What follows belongs to an exercise in optimizing a design on an open flow for a short achievable clock period and few clock cycles; a production flow would make more cautious choices. In this exercise RTL edits were held to simulation tests only and were not proved equivalent to the original.

==> inputs of job 4967 <==
## rv_core
module rv_core
(
    input  logic                clk,
    input  logic                rst,
    output logic [32-1:0] imem_addr_o,
    input  logic [32-1:0] imem_rdata_i,
    output logic                dmem_wen_o,
    output logic [32-1:0] dmem_addr_o,
    output logic [64-1:0] dmem_wdata_o,
    input  logic [64-1:0] dmem_rdata_i
);
    localparam int XLEN = 64;
    localparam int PCW  = 32;
    localparam int NSEL = rv_pipe_pkg::NSEL;
    logic [PCW-1:0]       pc_f;
    logic                 ex_rw;
    logic [5-1:0] ex_rd;
    logic                 ex_st;
    logic                 ex_br;
    logic                 ex_bne;
    logic                 ex_pred;      
    logic                 ex_addi;      
    logic [NSEL-1:0]      ex_sel;
    logic [XLEN-1:0]      ex_a;         
    logic [XLEN-1:0]      ex_b;         
    logic [PCW-1:0]       ex_addr;      
    logic [XLEN-1:0]      ex_sd;        
    logic [5:0]           ex_shl;       
    logic [5:0]           ex_shr;
    logic                 wb_en;
    logic [5-1:0] wb_rd;
    logic [XLEN-1:0]      wb_data;
    logic [PCW-1:0]       ex_seq;       
    logic [PCW-1:0]       ex_alt;       
    logic                 d_rw;
    logic                 d_ld;
    logic                 d_st;
    logic                 d_br;
    logic                 d_bne;
    logic                 d_jal;
    logic                 d_addi;
    logic                 zchk;         
    logic                 sum_zero;     
    logic                 d_use_imm;
    logic [NSEL-1:0]      d_sel;
    logic [XLEN-1:0]      d_imm;
    logic [PCW-1:0]       d_off;
    logic [5-1:0] rs1;
    logic [5-1:0] rs2;
    logic [5-1:0] rd;
    logic [XLEN-1:0]      rf1;
    logic [XLEN-1:0]      rf2;
  ...
==> flow/config.mk <==
export PLATFORM = sky130hd
export DESIGN_NAME = rv_core
export DESIGN_NICKNAME = rv_core
export VERILOG_FILES = /design/flow/design.v
export SDC_FILE = /design/flow/constraint.sdc
export NUM_CORES = 4
export LEC_CHECK = 0
export CAP_MARGIN = 20
export CELL_PAD_IN_SITES_DETAIL_PLACEMENT = 1
export CORE_MARGIN = 2
export CORE_UTILIZATION = 33
export GPL_ROUTABILITY_DRIVEN = 1
export GPL_TIMING_DRIVEN = 1
export PLACE_DENSITY = 0.5
export SETUP_SLACK_MARGIN = 4.6
export SLEW_MARGIN = 20
export SYNTH_HIERARCHICAL = 1
export TNS_END_PERCENT = 100
==> flow/constraint.sdc <==
create_clock -name core_clock -period 8.5 [get_ports {clk}]
set_input_delay 1.7000 -clock core_clock [delete_from_list [all_inputs] [get_ports {clk}]]
set_output_delay 1.7000 -clock core_clock [all_outputs]
set_load 0.01 [all_outputs]
run.sh (not shown) runs the stock make flow with config.mk's settings and CLKGATE_MAP_FILE= SYNTH_SCRIPT=/design/flow/synth_recipe.tcl, a recipe that flattens the netlist after the stock synthesis.
==> inputs of job 5173, as changes to job 4967 <==
--- a/flow/design.v
+++ b/flow/design.v
@@ -365,21 +365,27 @@
                | ({W{s_sll_i}} & sll_i) | ({W{s_sr_i}} & sr_i)
                | W'(s_slt_i & lt_i)
                | ({W{s_early_i}} & early_i) | ({W{s_rf_i}} & rf_i)
                | ({W{s_wb_i}} & wb_i) | ({W{s_imm_i}} & imm_i);
 endmodule
 `timescale 1ns/10ps
 module rv_mem_wb
 (
-    input  logic [32-1:0] base_i,
+    input  logic [32-1:0] rf_base_i,
+    input  logic [32-1:0] wb_base_i,
+    input  logic                use_wb_i,
     input  logic [32-1:0] offset_i,
     output logic [32-1:0] addr_o
 );
-    rv_add #(.W(32), .L(5)) i_add (.a_i(base_i), .b_i(offset_i), .cin_i(1'b0), .sum_o(addr_o));
+    logic [32-1:0] rf_addr;
+    logic [32-1:0] wb_addr;
+    rv_add #(.W(32), .L(5)) i_rf_add (.a_i(rf_base_i), .b_i(offset_i), .cin_i(1'b0), .sum_o(rf_addr));
+    rv_add #(.W(32), .L(5)) i_wb_add (.a_i(wb_base_i), .b_i(offset_i), .cin_i(1'b0), .sum_o(wb_addr));
+    assign addr_o  = use_wb_i ? wb_addr : rf_addr;
 endmodule
 `timescale 1ns/10ps
 module rv_core
 (
     input  logic                clk,
     input  logic                rst,
     output logic [32-1:0] imem_addr_o,
     input  logic [32-1:0] imem_rdata_i,
@@ -569,28 +575,30 @@
         .s_wb_i (d_sel[rv_pipe_pkg::SEL_SRL] & !d_use_imm & !fwd2 & wfwd2),
         .s_imm_i (d_sel[rv_pipe_pkg::SEL_SRL] & d_use_imm),
         .y_o (shr_d)
     );
     assign dmem_wen_o   = ex_st;
     assign dmem_addr_o  = ex_addr;
     assign dmem_wdata_o = ex_sd;
     rv_mem_wb i_agu (
-        .base_i    (rf1[PCW-1:0]),
+        .rf_base_i (rf1[PCW-1:0]),
+        .wb_base_i (wb_data[PCW-1:0]),
+        .use_wb_i  (wfwd1),
         .offset_i  (d_imm[PCW-1:0]),
         .addr_o   (d_addr)
     );
     assign fwd1 = ex_rw && (ex_rd == rs1);
     assign fwd2 = ex_rw && (ex_rd == rs2);
     assign wfwd1 = wb_en && (wb_rd == rs1);
     assign wfwd2 = wb_en && (wb_rd == rs2);
     assign fb      = fwd2 && !d_use_imm;
     assign fs      = fb;
     assign d_mem = d_ld || d_st;
-    assign hold  = d_mem && (fwd1 || wfwd1);
+    assign hold  = d_mem && fwd1;
     always_ff @(posedge clk or posedge rst) begin
         if (rst) begin
             pc_f   <= 32'h0000_0000;
             ex_rw  <= 1'b0;
             ex_rd  <= '0;
             ex_st  <= 1'b0;
             ex_br  <= 1'b0;
             ex_bne <= 1'b0;
SETUP_SLACK_MARGIN = 4.3   (was 4.6)
==> notes <==
Of job 5173 and job 4967, job 5173 has the higher first-iteration DRC count (gap 2.1%, measured against job 4967).
Die area: job 5173 is higher than job 4967 (1.7%).
Sequential share of layout area: job 5173 is lower than job 4967 (0.19 points).
Via count: job 5173 is larger than job 4967 (1.0%).
In job 5173 the clock-buffer cell count is lower than in job 4967, by 7.
Between job 5173 and job 4967, the lower worst setup slack is in job 5173 (gap 400 ps).
Between job 4967 and job 5173, the lower synthesized area is in job 4967 (gap about 1.7%, measured against job 5173).
Against job 5173, the design area of job 4967 is smaller by 0.37%.
Of job 5173 and job 4967, job 5173 has the higher clock skew (gap 24 ps).
==> figures <==
|  | job 4967 | job 5173 |
|---|---|---|
| Area of the multi-input gates | 93200 µm² | 95300 µm² |
| Effective utilization at floorplan | 0.331 | 0.332 |
| Crit path arrival time | 5050 ps | 5130 ps |
| Mean area per synthesized cell | 10.9 µm² | 10.9 µm² |
| Row count | 255 | 257 |
| Detailed Route WL | 896000 µm | 887000 µm |
| Worst vdd ir | 0.149 mV | 0.213 mV |
| Sequential cell area | 60500 µm² | 60300 µm² |
| Final layout net count | 15300 | 15600 |
| Initial antenna violation count | 102 | 74 |
| Routing usage on met3 | 0.127 | 0.116 |
| Post-route insts no fill | 21800 | 22000 |
| Share of the final layout cell area in multi-input gates | 0.503 | 0.512 |
| Run status | complete, no violations | complete, no violations |
| Sequential share of cell area | 0.326 | 0.324 |
| Worst hold slack | 414 ps | 422 ps |
| Well tap count | 6425 | 6475 |
| Design Area, Final | 185000 µm² | 186000 µm² |
| Instance area at placement | 167000 µm² | 169000 µm² |
Testbench counts of job 4967, summed over its fixed seeds: cycles 31,145.
Testbench counts of job 5173, summed over its fixed seeds: cycles 30,764.

==> static timing again, ports no longer ideal <==
No port has a modelled driver above. Below, the same layouts with a new extraction and two added sets of constraints.
Step 1, drivers: a clkbuf_16 drives clk and a buf_2 each remaining input, both assumed.
Step 2 adds t to the input delays and takes it off the output delays; t is the mean of the earliest and latest rising clock arrival at the registers after step 1. Input paths then give back, and output paths get back, about the clock's delay inside the block.
Three values: ideal, step 1, step 2; two values: the first two.
run	t, ns	setup WS [ns]	worst setup path after step 2
job 4967	1.120	4.298 / 4.096 / 2.976	input to register
job 5173	1.127	3.897 / 3.994 / 2.882	input to register
After both steps every run listed still meets setup and hold. The setup slack of job 4967, which loses most, moves by -0.202 ns with the drivers and by -1.322 ns with both steps.
